This is an optimization exercise on Yosys and OpenROAD, whose aim is small area, a short achievable clock period and few clock cycles per item, not a production implementation. Only simulation tests tie the RTL to the original design; equivalence was not proved. No activity file was given, so power comes from the tool's default toggle rates.

==> flow/design.v, too long to show whole: its modules and the start of the top module <==
// module rv_regfile: 33 lines
// module rv_alu: 33 lines
// module rv_mul_unit: 1167 lines
// module rv_decode_stage: 164 lines
// module rv_exec_stage: 70 lines
// module rv_core: 92 lines
module rv_core (
    input  logic        clk,
    input  logic        rst,
    input  logic        instr_valid,
    output logic        instr_ready,
    input  logic [31:0] instr,
    output logic        wb_valid,
    output logic [4:0]  wb_rd,
    output logic [31:0] wb_data
);
  // ...
==> flow/run.sh <==
#!/bin/bash
# synth_recipe.tcl (not shown) runs the flow's synth.tcl, then flattens the netlist and writes it again
# the make line also repeats each setting of config.mk as NAME=value (left out here)
make -C /OpenROAD-flow-scripts/flow DESIGN_CONFIG=/design/flow/config.mk WORK_HOME=/design/flow/orfs CLKGATE_MAP_FILE= SYNTH_SCRIPT=/design/flow/synth_recipe.tcl finish
==> flow/config.mk <==
export PLATFORM = sky130hd
export DESIGN_NAME = rv_core
export DESIGN_NICKNAME = rv_core
export VERILOG_FILES = /design/flow/design.v
export SDC_FILE = /design/flow/constraint.sdc
export NUM_CORES = 4
export LEC_CHECK = 0
export ABC_AREA = 1
export CAP_MARGIN = 20
export CORE_MARGIN = 2
export CORE_UTILIZATION = 40
export SETUP_SLACK_MARGIN = 2.5
export SLEW_MARGIN = 20
==> flow/constraint.sdc <==
create_clock -name core_clock -period 6.0 [get_ports {clk}]
set_input_delay 1.2000 -clock core_clock [delete_from_list [all_inputs] [get_ports {clk}]]
set_output_delay 1.2000 -clock core_clock [all_outputs]
set_load 0.01 [all_outputs]
==> flow_summary.ini, run 1 <==
[run_status]
status = complete, no violations

[synthesis]
yosysSeqAreaShare = 0.512
synth_common_cells = nand2_1 (1753), edfxtp_1 (1024), inv_1 (975)
synthSimpleGateAreaFrac = 0.166
synth-xor-area-share = 0.0418
syn-cell-area_um2 = 79000
synth-seq-cells = 1509

[clock_network]
cts.clk_slew.worst_paths_ps = 70
clock_sinks = 1509

[finish]
nMultiInputCombCells = 5421
multi_input_area_share = 0.373
final_nets = 9003
clk_share = 0.0604
top_register = regfile_i.regs
syn_to_final_growth_pct = 15.9

[power]
powerDensity_nw_per_um2 = 267
p_leak_nw = 36.8
power_frac_comb = 0.097
pwr-share-seq = 0.472
p_seq_mw = 11.5
peakVddDrop_v = 0.000303

[min_path]
hold_path.class = reg -> reg
hold_path_depth = 0

[floorplanning]
tap_cells = 2640

[timing]
max_slew_margin = 0.172
layout_setup_ws_ps = 2140
fin_setup_tns_ps = 0
grt_setup_unrepaired = true

[drt]
met3_length_um = 45600
top_layer_used = met5

[job]
drv_cap = 0

[placed_design]
dpl.cell_count = 11000
Testbench counts, summed over its fixed seeds: cycles 17,560, instrs 16,504.
==> run 2: changes to the inputs <==
--- a/flow/config.mk
+++ b/flow/config.mk
@@ -8,6 +8,8 @@
 export ABC_AREA = 1
 export CAP_MARGIN = 20
 export CORE_MARGIN = 2
-export CORE_UTILIZATION = 40
+export CORE_UTILIZATION = 50
+export CTS_BUF_LIST = sky130_fd_sc_hd__clkbuf_8
 export SETUP_SLACK_MARGIN = 2.5
 export SLEW_MARGIN = 20
+export TNS_END_PERCENT = 20
==> run 2 against run 1 <==
Net effect:
- clock skew up 14 ps
- flip-flop and latch count is the same
- still clean on timing, DRC and antenna
- maximum frequency rose by 1.7%
- core utilization increased by 11 points
- synthesized cell count unchanged
- total power is 3.7% lower
- critical path type unchanged
- global-route usage rose by 7.5 points
- sequential share of layout area up 0.73 points
==> flow_summary.ini, run 2 <==
[run_status]
status = complete, no violations

[critical_path]
worst_path_max_delay_cell = clkdlybuf4s50_1
cp-end-kind = flop
crit_required_ps = 6870
r2r_cells = 15
r2r-end = exec_i.wb_data[21]
cpPeakStageDelay_ps = 730
startpoint_type = primary input
reg2reg_setup_slack_ps = 2270
critPathKind = in -> reg
rr_startpoint = exec_i.mul_i.s1_q[24]
crit_chain = clkdlybuf4s50_1, nand2_2, nor2_1, nand2_1, buf_4, inv_2, buf_4, nand2_1, o2111ai_1, a211oi_1, nand4_1, nand2_1, a22oi_1
arrival_ps = 4660
cp_common_cell = nand2_1
crit_fanout = 19

[placed_design]
portBuffers = 73
place_congestion = 1.05
hpwlAfterDp_um = 253000

[timing]
final-setup-viol-count = 0
max_slew_margin = 0.196
grt_setup_unrepaired = true
finalCriticalPeriod_ps = 3800
worstMarginPinSlew_ps = 1200
fin_setup_tns_ps = 0
fmax_mhz = 263
post-route-period-util = 0.633
timing.hold.ws_ps = 433
clock_skew_ps = 82.9
hold_viol_final = 0
drv_slew = 0

[clock_network]
clock_sinks = 1509
cts.clk_slew.worst_paths_ps = 60
cts-buffers-inserted = 280
cts_tree = yes
htreeDepth = 5
cts_buffer_depth = 4
clk-insertion-delay-late_ps = 1060
ctsRootBufferMaster = clkbuf_8

[power]
pwr-share-seq = 0.490
p_leak_nw = 36.9
pwr-share-clk = 0.407
power_frac_comb = 0.104
peakVddDrop_v = 0.000251
p_int_mw = 17.0
powerDensity_nw_per_um2 = 262
p_sw_frac = 0.276
power_switching_mw = 6.51

[global_routing]
grt_pass1_wl_um = 504000
grt.total_usage = 0.445
grt_max_degree = 65
grt_pass1_vias = 65600
globalRoute.totalOverflow = 0
antenna_found_initial = 39

[finish]
final_nets = 9120
syn_to_final_growth_pct = 13.9
largest_reg_flops = 992
final_common_cell = nand2_1
reg.largest.list = regfile_i.regs: 992 flops, exec_i.mul_i.s1_q: 167 flops
top_register = regfile_i.regs
layout-drive-gt1-share = 0.131
final_cell_mix = nand2_1 (1727), inv_1 (1027), edfxtp_1 (1024)

[drt]
dr.first_iter.drc_count = 12900
vias = 71600
drcViolationCount = 0
firstDrtPassIters = 9
viasPerCell = 6.51
finalWirelength_um = 370000
post_drt_wl_per_cell_um = 33.6
final_antenna_net_count = 0

[synthesis]
synth_ff_type = edfxtp_1
synth.avg_cell_area_um2 = 9.38
ys.warnings.count = 6
synth_most_common_cell = nand2_1
yosys-top-cells-area = edfxtp_1 (39%), dfxtp_1 (12%), nand2_1 (8.3%), fa_1 (4.9%), inv_1 (4.6%)
synth_area_leader_cell = edfxtp_1
synthCells = 8424
syn_nets = 8805
yosysSeqAreaShare = 0.512
synth_edf_count = 1024
synth_top_cell_area_share = 0.389
synth-seq-cells = 1509
synthArstFlopShare = 0
ys_types = 67
syn-cell-area_um2 = 79000
synth_common_cells = nand2_1 (1753), edfxtp_1 (1024), inv_1 (975)

[min_path]
hold_path.class = reg -> reg
hold_path_depth = 0
hold_end = exec_i.m2_rd[0]
min_from = exec_i.ex_rd[0]

[floorplanning]
row_count = 145
initial_core_util = 0.504
die_height_um = 401
die_w_um = 401
io_pins = 74
coreArea_um2 = 157000
dieArea_um2 = 161000

[job]
drv_cap = 0
run 2: cell counts after synthesis:
Identical to the previous run, type by type.
run 2: cell families (layout without fill, tap and decap cells):
logic type                 Yosys count  in the layout  share of synthesized area
AOI/OAI and AO/OA                 1651           1651                      0.131
xor gates and xnor gates           377            377                     0.0418
adders and majority gates          346            346                     0.0731
buffers and inverters             1495           2002                     0.0755
DFF                               1509           1509                      0.512
muxes                                2              2                   0.000253
other                                0             12                          0
and+or+nand+nor                   3044           3045                      0.166
run 2: final cells by class:
cell class,count,area (µm²)
Antenna cell,12,30.0
Tap cell,2058,2570
Multi-Input combinational cell,5421,33700
Inverter,1076,4140
Clock buffer,316,4350
Clock inverter,159,812
Fill cell,13900,66600
Timing Repair inverter,1,8.76
Timing Repair Buffer,450,3820
Sequential cell,1509,40600
run 2: repair_timing:
action                     4_1_cts  5_1_grt
resized for setup              202       91
hold buffers                     0        0
gates cloned                     3        2
setup buffers                   32       31
setup endpoints to repair      219      210
pin swaps                       38       26
run 2: worst max-delay path, delay by kind of cell:
family / cells / cell delay (ps)
AOI/OAI and AO/OA: 3 / 760
buffers and inverters: 4 / 1580
and+or+nand+nor: 6 / 1080
run 2: how the worst max path moves through the flow:
| stage | from | endpoint | slack [ps] |
|---|---|---|---|
| after detailed placement | instr[16] | decode_i.rv1[23] | 720 |
| after global placement | instr[16] | decode_i.rv1[3] | 440 |
| after global routing | instr[18] | decode_i.rv1[28] | 2180 |
| after floorplan | exec_i.mul_i.s1_q[24] | exec_i.wb_data[25] | 2520 |
| final | instr[18] | decode_i.rv1[15] | 2200 |
| after CTS | exec_i.wb_data[3] | wb_data[3] | 2250 |
run 2: stage by stage:
step	setup slack [ps]	util	total power, mW	area (µm²)	instances
2_1_floorplan	2520	-	12.6	79000	8424
5_1_grt	2180	0.574	24.0	89900	11000
6_report	2200	0.575	23.5	90000	11000
3_5_place_dp	723	0.530	13.9	83000	10400
3_3_place_gp	439	0.530	13.8	82900	10400
4_1_cts	2250	0.571	23.3	89400	11000
run 2: power groups by stage:
| stage | clock network [mW] | registers [mW] | logic, mW |
|---|---|---|---|
| 2_1_floorplan | 0 | 11.7 | 0.885 |
| 3_3_place_gp | 0 | 11.7 | 2.12 |
| 3_5_place_dp | 0 | 11.7 | 2.13 |
| 4_1_cts | 9.55 | 11.5 | 2.26 |
| 5_1_grt | 10.0 | 11.5 | 2.49 |
| 6_report | 9.57 | 11.5 | 2.45 |
run 2: metal layers:
layer	up-vias	global-route usage	wire [µm]
met5	-	0	186
met4	28	0.263	26900
met3	1224	0.181	61300
met2	5994	0.592	143000
met1	34600	0.604	139000
li1	29800	-	-
==> module rv_regfile, before the edit <==
module rv_regfile (
    input  logic             clk,
    input  logic             rst,
    input  rv_pkg::reg_idx_t rs1,
    input  rv_pkg::reg_idx_t rs2,
    output rv_pkg::xlen_t    data1,
    output rv_pkg::xlen_t    data2,
    input  logic             wb_valid,
    input  rv_pkg::reg_idx_t wb_rd,
    input  rv_pkg::xlen_t    wb_data,
    input  logic [31:1]      wb_wen      
);
    rv_pkg::xlen_t regs [0:NUM_REGS-1];
    logic [NUM_REGS-1:0] written;
    assign regs[0]    = '0;
    assign written[0] = 1'b0;
    for (genvar i = 1; i < NUM_REGS; i++) begin : g_reg
        always_ff @(posedge clk) begin
            if (wb_wen[i]) begin
                regs[i] <= wb_data;
            end
        end
        always_ff @(posedge clk) begin
            if (rst) begin
                written[i] <= 1'b0;
            end else if (wb_wen[i]) begin
                written[i] <= 1'b1;
            end
        end
    end
    assign data1 = (wb_valid && wb_rd == rs1) ? wb_data : written[rs1] ? regs[rs1] : '0;
    assign data2 = (wb_valid && wb_rd == rs2) ? wb_data : written[rs2] ? regs[rs2] : '0;
endmodule
==> module rv_decode_stage, before the edit <==
module rv_decode_stage (
    input  logic              clk,
    input  logic              rst,
    input  logic              instr_valid,
    output logic              instr_ready,
    input  rv_pkg::xlen_t     instr,
    output rv_pkg::reg_idx_t  rf_rs1,
    output rv_pkg::reg_idx_t  rf_rs2,
    input  rv_pkg::xlen_t     rf_data1,
    input  rv_pkg::xlen_t     rf_data2,
    input  logic              ex_we,
    input  logic              ex_is_mul,
    input  rv_pkg::reg_idx_t  ex_rd,
    input  rv_pkg::xlen_t     ex_result,
    input  logic              m2_we,
    input  logic              m2_is_mul,
    input  rv_pkg::reg_idx_t  m2_rd,
    input  rv_pkg::xlen_t     m2_alu,
    input  logic              wb_we,
    input  rv_pkg::reg_idx_t  wb_rd,
    input  rv_pkg::xlen_t     wb_data,
    output logic              id_we,
    output rv_pkg::reg_idx_t  id_rd,
    output logic              id_is_mul,
    output rv_pkg::alu_ctrl_t id_ctrl,
    output rv_pkg::xlen_t     id_op_a,
    output rv_pkg::xlen_t     id_op_b
);
    rv_pkg::xlen_t ir;
    logic          ir_valid;
    rv_pkg::xlen_t rv1;
    rv_pkg::xlen_t rv2;
    logic          ready;
    logic [6:0]    opcode;
    logic [2:0]    funct3;
    logic [6:0]    funct7;
    logic          is_lui;
    logic          is_opimm;
    logic          is_op;
    logic          legal;
    logic          alt;
    logic          use_rs1;
    logic          use_rs2;
    logic          rd_nz;
    logic          in_use_rs1;
    logic          in_use_rs2;
    logic          in_dep_d;
    logic          in_dep_ex;
    logic          wait2;
    rv_pkg::xlen_t imm;
    rv_pkg::reg_idx_t rs1;
    rv_pkg::reg_idx_t rs2;
    logic          ex_hit1, ex_hit2;
    logic          m2_hit1, m2_hit2;
    logic          wb_hit1, wb_hit2;
    rv_pkg::xlen_t old1, old2;
    assign opcode = ir[6:0];
    assign funct3 = ir[14:12];
    assign funct7 = ir[31:25];
    assign rs1    = ir[19:15];
    assign rs2    = ir[24:20];
    assign is_lui   = opcode == OPC_LUI;
    assign is_opimm = opcode == OPC_OP_IMM;
    assign is_op    = opcode == OPC_OP;
    assign alt      = funct7 == FUNCT7_ALT;
    assign use_rs1  = is_opimm || is_op;
    assign use_rs2  = is_op;
    assign rd_nz    = ir[11:7] != '0;
    always_comb begin
        legal = 1'b0;
        if (is_lui) begin
            legal = 1'b1;
        end else if (is_opimm) begin
            if (funct3 == F3_SLL) begin
                legal = funct7 == FUNCT7_BASE;
            end else if (funct3 == F3_SRL_SRA) begin
                legal = (funct7 == FUNCT7_BASE) || alt;
            end else begin
                legal = 1'b1;
            end
        end else if (is_op) begin
            if (funct7 == FUNCT7_BASE) begin
                legal = 1'b1;
            end else if (alt) begin
                legal = (funct3 == F3_ADD_SUB) || (funct3 == F3_SRL_SRA);
            end else if (funct7 == FUNCT7_MULDIV) begin
                legal = funct3 == F3_ADD_SUB;
            end
        end
    end
    assign id_we     = ir_valid && legal && rd_nz && ready;
    assign id_rd     = ir[11:7];
    assign id_is_mul = is_op && funct7 == FUNCT7_MULDIV;
    always_comb begin
        id_ctrl          = '0;
        id_ctrl[C_ADD]   = is_lui || funct3 == F3_ADD_SUB;
        id_ctrl[C_SLT]   = !is_lui && funct3 == F3_SLT;
        id_ctrl[C_SLTU]  = !is_lui && funct3 == F3_SLTU;
        id_ctrl[C_SFT]   = !is_lui && (funct3 == F3_SLL || funct3 == F3_SRL_SRA);
        id_ctrl[C_XOR]   = !is_lui && funct3 == F3_XOR;
        id_ctrl[C_OR]    = !is_lui && funct3 == F3_OR;
        id_ctrl[C_AND]   = !is_lui && funct3 == F3_AND;
        id_ctrl[C_INV_B] = !is_lui && (funct3 == F3_SLT || funct3 == F3_SLTU
                                       || (is_op && alt && funct3 == F3_ADD_SUB));
        id_ctrl[C_SFT_L] = funct3 == F3_SLL;
        id_ctrl[C_SFT_A] = alt;
    end
    assign imm = is_lui ? {ir[31:12], 12'b0} : {{20{ir[31]}}, ir[31:20]};
    assign rf_rs1     = instr[19:15];
    assign rf_rs2     = instr[24:20];
    assign in_use_rs1 = instr[6:0] == OPC_OP_IMM || instr[6:0] == OPC_OP;
    assign in_use_rs2 = instr[6:0] == OPC_OP;
    assign in_dep_d   = (in_use_rs1 && instr[19:15] == ir[11:7])
                        || (in_use_rs2 && instr[24:20] == ir[11:7]);
    assign in_dep_ex  = (in_use_rs1 && instr[19:15] == ex_rd)
                        || (in_use_rs2 && instr[24:20] == ex_rd);
    assign instr_ready = ready;
    always_ff @(posedge clk) begin
        if (rst) begin
            ir_valid <= 1'b0;
            ready    <= 1'b1;
            wait2    <= 1'b0;
        end else begin
            if (ready) begin
                ir_valid <= instr_valid;
            end
            if (ready) begin
                wait2 <= instr_valid && ir_valid && legal && rd_nz && id_is_mul && in_dep_d;
                ready <= !(instr_valid && ((ir_valid && legal && rd_nz && id_is_mul && in_dep_d)
                                           || (ex_we && ex_is_mul && in_dep_ex)));
            end else begin
                wait2 <= 1'b0;
                ready <= !wait2;
            end
        end
    end
    always_ff @(posedge clk) begin
        if (ready) begin
            ir <= instr;
        end
    end
    always_ff @(posedge clk) begin
        if (ready) begin
            rv1 <= rf_data1;
        end else if (wb_hit1) begin
            rv1 <= wb_data;
        end
        if (ready) begin
            rv2 <= rf_data2;
        end else if (wb_hit2) begin
            rv2 <= wb_data;
        end
    end
    assign ex_hit1 = ex_we && ex_rd == rs1;
    assign ex_hit2 = ex_we && ex_rd == rs2;
    assign m2_hit1 = m2_we && m2_rd == rs1;
    assign m2_hit2 = m2_we && m2_rd == rs2;
    assign wb_hit1 = wb_we && wb_rd == rs1;
    assign wb_hit2 = wb_we && wb_rd == rs2;
    assign old1 = !use_rs1 ? '0 : m2_hit1 ? m2_alu : wb_hit1 ? wb_data : rv1;
    assign old2 = !use_rs2 ? imm : m2_hit2 ? m2_alu : wb_hit2 ? wb_data : rv2;
    assign id_op_a = (use_rs1 && ex_hit1) ? ex_result : old1;
    assign id_op_b = (use_rs2 && ex_hit2) ? ex_result : old2;
endmodule
==> module rv_core, before the edit <==
module rv_core (
    input  logic        clk,
    input  logic        rst,
    input  logic        instr_valid,
    output logic        instr_ready,
    input  logic [31:0] instr,
    output logic        wb_valid,
    output logic [4:0]  wb_rd,
    output logic [31:0] wb_data
);
    rv_pkg::reg_idx_t  rf_rs1;
    rv_pkg::reg_idx_t  rf_rs2;
    rv_pkg::xlen_t     rf_data1;
    rv_pkg::xlen_t     rf_data2;
    logic              id_we;
    rv_pkg::reg_idx_t  id_rd;
    logic              id_is_mul;
    rv_pkg::alu_ctrl_t id_ctrl;
    rv_pkg::xlen_t     id_op_a;
    rv_pkg::xlen_t     id_op_b;
    logic              ex_we;
    logic              m2_is_mul;
    logic              ex_is_mul;
    rv_pkg::reg_idx_t  ex_rd;
    rv_pkg::xlen_t     ex_result;
    logic              m2_we;
    rv_pkg::reg_idx_t  m2_rd;
    rv_pkg::xlen_t     m2_alu;
    logic [31:1]       wb_wen;
    rv_decode_stage decode_i (
        .clk         (clk),
        .rst         (rst),
        .instr_valid (instr_valid),
        .instr_ready (instr_ready),
        .instr       (instr),
        .rf_rs1      (rf_rs1),
        .rf_rs2      (rf_rs2),
        .rf_data1    (rf_data1),
        .rf_data2    (rf_data2),
        .ex_we       (ex_we),
        .ex_is_mul   (ex_is_mul),
        .ex_rd       (ex_rd),
        .ex_result   (ex_result),
        .m2_we       (m2_we),
        .m2_is_mul   (m2_is_mul),
        .m2_rd       (m2_rd),
        .m2_alu      (m2_alu),
        .wb_we       (wb_valid),
        .wb_rd       (wb_rd),
        .wb_data     (wb_data),
        .id_we       (id_we),
        .id_rd       (id_rd),
        .id_is_mul   (id_is_mul),
        .id_ctrl     (id_ctrl),
        .id_op_a     (id_op_a),
        .id_op_b     (id_op_b)
    );
    rv_regfile regfile_i (
        .clk      (clk),
        .rst      (rst),
        .rs1      (rf_rs1),
        .rs2      (rf_rs2),
        .data1    (rf_data1),
        .data2    (rf_data2),
        .wb_valid (wb_valid),
        .wb_rd    (wb_rd),
        .wb_data  (wb_data),
        .wb_wen   (wb_wen)
    );
    rv_exec_stage exec_i (
        .clk       (clk),
        .rst       (rst),
        .id_we     (id_we),
        .id_rd     (id_rd),
        .id_is_mul (id_is_mul),
        .id_ctrl   (id_ctrl),
        .id_op_a   (id_op_a),
        .id_op_b   (id_op_b),
        .ex_we     (ex_we),
        .ex_is_mul (ex_is_mul),
        .ex_rd     (ex_rd),
        .ex_result (ex_result),
        .m2_we     (m2_we),
        .m2_is_mul (m2_is_mul),
        .m2_rd     (m2_rd),
        .m2_alu    (m2_alu),
        .wb_valid  (wb_valid),
        .wb_rd     (wb_rd),
        .wb_data   (wb_data),
        .wb_wen    (wb_wen)
    );
endmodule
==> run 3: changes to the inputs <==
--- a/flow/design.v
+++ b/flow/design.v
@@ -35,8 +35,8 @@
 module rv_regfile (
     input  logic             clk,
     input  logic             rst,
-    input  rv_pkg::reg_idx_t rs1,
-    input  rv_pkg::reg_idx_t rs2,
+    input  logic [31:1]      sel1,
+    input  logic [31:1]      sel2,
     output rv_pkg::xlen_t    data1,
     output rv_pkg::xlen_t    data2,
     input  logic             wb_valid,
@@ -62,8 +62,14 @@
             end
         end
     end
-    assign data1 = (wb_valid && wb_rd == rs1) ? wb_data : written[rs1] ? regs[rs1] : '0;
-    assign data2 = (wb_valid && wb_rd == rs2) ? wb_data : written[rs2] ? regs[rs2] : '0;
+    always_comb begin
+        data1 = '0;
+        data2 = '0;
+        for (int i = 1; i < NUM_REGS; i++) begin
+            data1 = data1 | (regs[i] & {32{sel1[i] & written[i]}});
+            data2 = data2 | (regs[i] & {32{sel2[i] & written[i]}});
+        end
+    end
 endmodule
 `timescale 1ns/10ps
 import rv_pkg::*;
@@ -1277,8 +1283,8 @@
     input  logic              instr_valid,
     output logic              instr_ready,
     input  rv_pkg::xlen_t     instr,
-    output rv_pkg::reg_idx_t  rf_rs1,
-    output rv_pkg::reg_idx_t  rf_rs2,
+    output logic [31:1]       rf_sel1,
+    output logic [31:1]       rf_sel2,
     input  rv_pkg::xlen_t     rf_data1,
     input  rv_pkg::xlen_t     rf_data2,
     input  logic              ex_we,
@@ -1301,8 +1307,6 @@
 );
     rv_pkg::xlen_t ir;
     logic          ir_valid;
-    rv_pkg::xlen_t rv1;
-    rv_pkg::xlen_t rv2;
     logic          ready;
     logic [6:0]    opcode;
     logic [2:0]    funct3;
@@ -1326,7 +1330,8 @@
     logic          ex_hit1, ex_hit2;
     logic          m2_hit1, m2_hit2;
     logic          wb_hit1, wb_hit2;
-    rv_pkg::xlen_t old1, old2;
+    logic          rf_use1, rf_use2;
+    rv_pkg::xlen_t early1, early2;
     assign opcode = ir[6:0];
     assign funct3 = ir[14:12];
     assign funct7 = ir[31:25];
@@ -1379,8 +1384,6 @@
         id_ctrl[C_SFT_A] = alt;
     end
     assign imm = is_lui ? {ir[31:12], 12'b0} : {{20{ir[31]}}, ir[31:20]};
-    assign rf_rs1     = instr[19:15];
-    assign rf_rs2     = instr[24:20];
     assign in_use_rs1 = instr[6:0] == OPC_OP_IMM || instr[6:0] == OPC_OP;
     assign in_use_rs2 = instr[6:0] == OPC_OP;
     assign in_dep_d   = (in_use_rs1 && instr[19:15] == ir[11:7])
@@ -1414,14 +1417,10 @@
     end
     always_ff @(posedge clk) begin
         if (ready) begin
-            rv1 <= rf_data1;
-        end else if (wb_hit1) begin
-            rv1 <= wb_data;
-        end
-        if (ready) begin
-            rv2 <= rf_data2;
-        end else if (wb_hit2) begin
-            rv2 <= wb_data;
+            for (int i = 1; i < 32; i++) begin
+                rf_sel1[i] <= instr[19:15] == i;
+                rf_sel2[i] <= instr[24:20] == i;
+            end
         end
     end
     assign ex_hit1 = ex_we && ex_rd == rs1;
@@ -1430,10 +1429,12 @@
     assign m2_hit2 = m2_we && m2_rd == rs2;
     assign wb_hit1 = wb_we && wb_rd == rs1;
     assign wb_hit2 = wb_we && wb_rd == rs2;
-    assign old1 = !use_rs1 ? '0 : m2_hit1 ? m2_alu : wb_hit1 ? wb_data : rv1;
-    assign old2 = !use_rs2 ? imm : m2_hit2 ? m2_alu : wb_hit2 ? wb_data : rv2;
-    assign id_op_a = (use_rs1 && ex_hit1) ? ex_result : old1;
-    assign id_op_b = (use_rs2 && ex_hit2) ? ex_result : old2;
+    assign rf_use1 = use_rs1 && !ex_hit1 && !m2_hit1 && !wb_hit1;
+    assign rf_use2 = use_rs2 && !ex_hit2 && !m2_hit2 && !wb_hit2;
+    assign early1  = !use_rs1 || ex_hit1 ? '0 : m2_hit1 ? m2_alu : wb_hit1 ? wb_data : '0;
+    assign early2  = !use_rs2 ? imm : ex_hit2 ? '0 : m2_hit2 ? m2_alu : wb_hit2 ? wb_data : '0;
+    assign id_op_a = ({32{use_rs1 && ex_hit1}} & ex_result) | early1 | ({32{rf_use1}} & rf_data1);
+    assign id_op_b = ({32{use_rs2 && ex_hit2}} & ex_result) | early2 | ({32{rf_use2}} & rf_data2);
 endmodule
 `timescale 1ns/10ps
 import rv_pkg::*;
@@ -1519,8 +1520,8 @@
     output logic [4:0]  wb_rd,
     output logic [31:0] wb_data
 );
-    rv_pkg::reg_idx_t  rf_rs1;
-    rv_pkg::reg_idx_t  rf_rs2;
+    logic [31:1]       rf_sel1;
+    logic [31:1]       rf_sel2;
     rv_pkg::xlen_t     rf_data1;
     rv_pkg::xlen_t     rf_data2;
     logic              id_we;
@@ -1544,8 +1545,8 @@
         .instr_valid (instr_valid),
         .instr_ready (instr_ready),
         .instr       (instr),
-        .rf_rs1      (rf_rs1),
-        .rf_rs2      (rf_rs2),
+        .rf_sel1     (rf_sel1),
+        .rf_sel2     (rf_sel2),
         .rf_data1    (rf_data1),
         .rf_data2    (rf_data2),
         .ex_we       (ex_we),
@@ -1569,8 +1570,8 @@
     rv_regfile regfile_i (
         .clk      (clk),
         .rst      (rst),
-        .rs1      (rf_rs1),
-        .rs2      (rf_rs2),
+        .sel1     (rf_sel1),
+        .sel2     (rf_sel2),
         .data1    (rf_data1),
         .data2    (rf_data2),
         .wb_valid (wb_valid),
--- a/flow/config.mk
+++ b/flow/config.mk
@@ -8,8 +8,6 @@
 export ABC_AREA = 1
 export CAP_MARGIN = 20
 export CORE_MARGIN = 2
-export CORE_UTILIZATION = 50
-export CTS_BUF_LIST = sky130_fd_sc_hd__clkbuf_8
+export CORE_UTILIZATION = 40
 export SETUP_SLACK_MARGIN = 2.5
 export SLEW_MARGIN = 20
-export TNS_END_PERCENT = 20
==> run 3 against run 2 <==
Net effect:
- sequential power hardly changed
- total power hardly changed
- largest cell class unchanged
- via count up 2.2%
- non-clock buffer count decreased by 46
- clock power is 12% higher
- still clean
- largest power group unchanged
- global-route usage fell by 5.3 points
- worst setup slack got worse by 100 ps
- register-to-register slack worse by 170 ps
- sequential share of layout area rose by 0.75 points
- core utilization shrank 11 points
- flip-flop and latch count shrank 2
==> flow_summary.ini, run 3 <==
[run_status]
status = complete, no violations

[timing]
max_slew_margin = 0.140
post-route-period-util = 0.650
worstMarginPinSlew_ps = 1290
fmax_mhz = 257
clock_skew_ps = 63.5
layout_setup_ws_ps = 2100
fin_setup_tns_ps = 0
drv_slew = 0
hold_viol_final = 0
final-setup-viol-count = 0
finalCriticalPeriod_ps = 3900
grt_setup_unrepaired = true

[clock_network]
ctsRootBufferMaster = clkbuf_16
htreeDepth = 4
cts_buffer_depth = 3
cts-buffers-inserted = 162
cts_tree = yes
cts.clk_slew.worst_paths_ps = 60
clock_sinks = 1507
cts.hold.buffers_added = 0
clk-insertion-delay-late_ps = 870

[critical_path]
crit_chain = nand2_1, inv_2, buf_4, nand2_1, nand2_1, nor4_1, nand4_1, a211oi_4, a21oi_1
cp_common_cell = nand2_1
worst-path-buf-inv = 2
worst_path_max_delay_cell = a211oi_4
startpoint_type = flop
critPathKind = reg -> reg
crit_fanout = 17
rr_startpoint = decode_i.rf_sel2[25]
crit_family = simple AND/OR/NAND/NOR gates
crit_cells = 9
cpPeakStageDelay_ps = 810
startpoint = decode_i.rf_sel2[25]
crit_required_ps = 6680
cp-end-kind = flop
arrival_ps = 4580
r2r_cells = 9

[min_path]
hold_path_depth = 0
min_from = exec_i.ex_rd[0]
hold_path.class = reg -> reg

[floorplanning]
row_count = 162
dieArea_um2 = 199000
die_w_um = 446
initial_core_util = 0.402
die_height_um = 446
coreArea_um2 = 194000
io_pins = 74

[placed_design]
portBuffers = 73
dp_worst_setup_slack_ps = 1850
place_congestion = 1.06
hpwlAfterDp_um = 257000

[finish]
final_nets = 8717
reg.largest.list = regfile_i.regs: 992 flops, exec_i.mul_i.s1_q: 167 flops
num-fill-cells = 18200
syn_to_final_growth_pct = 15.0
top_register = regfile_i.regs
layout-drive-gt1-share = 0.112
largest_reg_flops = 992
final_common_cell = nand2_1
final_cell_mix = nand2_1 (1590), edfxtp_1 (1086), inv_1 (1028)

[synthesis]
ys_types = 64
synthArstFlopShare = 0
yosysSeqAreaShare = 0.526
syn_nets = 8533
synth_common_cells = nand2_1 (1631), edfxtp_1 (1086), inv_1 (1069)
synth_most_common_cell = nand2_1
synthCells = 8152
synth_top_cell_area_share = 0.418
synth.avg_cell_area_um2 = 9.58
yosys-top-cells-area = edfxtp_1 (42%), dfxtp_1 (11%), nand2_1 (7.8%), inv_1 (5.1%), fa_1 (4.9%)
ys.warnings.count = 6
synth-seq-cells = 1507
syn-cell-area_um2 = 78100
synth_ff_type = edfxtp_1
synth_edf_count = 1086
synth_area_leader_cell = edfxtp_1

[power]
power_switching_mw = 5.69
p_leak_nw = 36.3
p_int_mw = 17.8
power_frac_comb = 0.056
pwr-share-clk = 0.454
pwr-share-seq = 0.490
peakVddDrop_v = 0.000210
powerDensity_nw_per_um2 = 262
p_sw_frac = 0.242

[global_routing]
grt_max_degree = 65
grt.total_usage = 0.393
antenna_found_initial = 37
globalRoute.totalOverflow = 0
grt_pass1_wl_um = 536000
grt_pass1_vias = 65500

[drt]
post_drt_wl_per_cell_um = 36.4
viasPerCell = 6.61
drcViolationCount = 0
dr.first_iter.drc_count = 16400
vias = 73200
finalWirelength_um = 402000
final_antenna_net_count = 0
firstDrtPassIters = 18

[job]
drv_cap = 0
## run 3: cell count changes after synthesis, moves of 94 or more
| cell | delta |
|---|---|
| a21oi_1 | -118 |
| nand2_1 | -122 |
| nor2_1 | +98 |
| inv_1 | +94 |
| o21ai_0 | +111 |
| buf_2 | -94 |
| o21ai_1 | -110 |
## run 3: cells by family (layout without fill, tap and decap cells)
family | after synthesis | count (layout) | share of synthesized area
xor gates and xnor gates | 375 | 375 | 0.0421
buffers and inverters | 1501 | 1819 | 0.0747
adders and majority gates | 346 | 346 | 0.0739
DFF | 1507 | 1507 | 0.526
and+or+nand+nor | 2914 | 2914 | 0.158
AOI/OAI and AO/OA | 1509 | 1509 | 0.126
other | 0 | 50 | 0
## run 3: path summary, 6_finish.rpt
check,end,slack (ps)
max,exec_i.mul_i.b[24],2100
min,exec_i.m2_rd[0],420
max reg2reg,exec_i.mul_i.b[24],2100
min reg2reg,exec_i.m2_rd[0],420
## run 3: power by group through the flow
stage | Combinational [mW] | Clock, mW | Sequential [mW]
6_report | 1.31 | 10.7 | 11.5
3_5_place_dp | 1.17 | 0 | 11.7
5_1_grt | 1.37 | 11.0 | 11.5
3_3_place_gp | 1.16 | 0 | 11.7
2_1_floorplan | 0.535 | 0 | 11.8
4_1_cts | 1.22 | 10.6 | 11.5
## run 3: routing by layer
metal | global-route usage | wire length, µm
met5 | 0.00757 | 172
met4 | 0.272 | 35800
met3 | 0.186 | 72100
met2 | 0.515 | 153000
met1 | 0.503 | 141000
## run 3: repair_timing
| action | 4_1_cts | 5_1_grt |
|---|---|---|
| buffers inserted | 34 | 31 |
| pin swaps | 39 | 48 |
| setup endpoints to repair | 115 | 101 |
| resized for setup | 164 | 128 |
## run 3: area by class of cell
class                      instances  area, µm²  area share
antenna                           50        125     0.00139
clock buffer                     206       4440      0.0494
clock inverter                    92       1130      0.0126
inverter                        1117       4260      0.0475
multi-input combinational       5144      32100       0.357
sequential                      1507      41200       0.458
tap                             2542       3180      0.0354
timing repair buffer             404       3430      0.0382
## run 3: worst reg2reg max path, cell delays in order (launching register included)
cell and delay [ps]:
edfxtp_1 370, nand2_1 390, inv_2 300, buf_4 430, nand2_1 180, nand2_1 50, nor4_1 430, nand4_1 630
a211oi_4 820, a21oi_1 140
## run 3: per-stage QoR
step	instances	utilization	hold slack (ps)	total power [mW]	area [µm²]
6_report	11100	0.462	418	23.5	89800
5_1_grt	11000	0.462	437	23.9	89700
4_1_cts	11000	0.457	420	23.4	88900
3_5_place_dp	10600	0.424	412	12.9	82400
3_3_place_gp	10600	0.424	406	12.9	82400
2_1_floorplan	8152	-	326	12.3	78100
Testbench counts of run 3, summed over its fixed seeds: cycles 17,560, instrs 16,504.

afterwards: timing with drivers on the ports:
The results above use ideal ports. As a check the final layouts listed here were re-extracted and re-timed, cells and wires unchanged. Step 1 assumes that a clkbuf_16 drives the clock port and a buf_2 every other input. Step 2, shift: input delay + t, output delay - t, t = (earliest + latest rising clock arrival at the registers) / 2. This alone moves slack from input paths to output paths. Three values: ideal ports, drivers, drivers and shift; two values: the first two.
run | t (ns) | slack for setup (ns) | latest minus earliest clock arrival (ns)
run 1 | 0.931 | 2.138 / 2.211 / 1.280 | 0.072 / 0.073
run 2 | 1.107 | 2.204 / 2.179 / 1.161 | 0.084 / 0.083
run 3 | 0.928 | 2.102 / 2.102 / 2.102 | 0.076 / 0.076
After both steps every run listed still meets setup and hold. The setup slack of run 2, which loses most, moves by -0.025 ns with the drivers and by -1.043 ns with both steps.
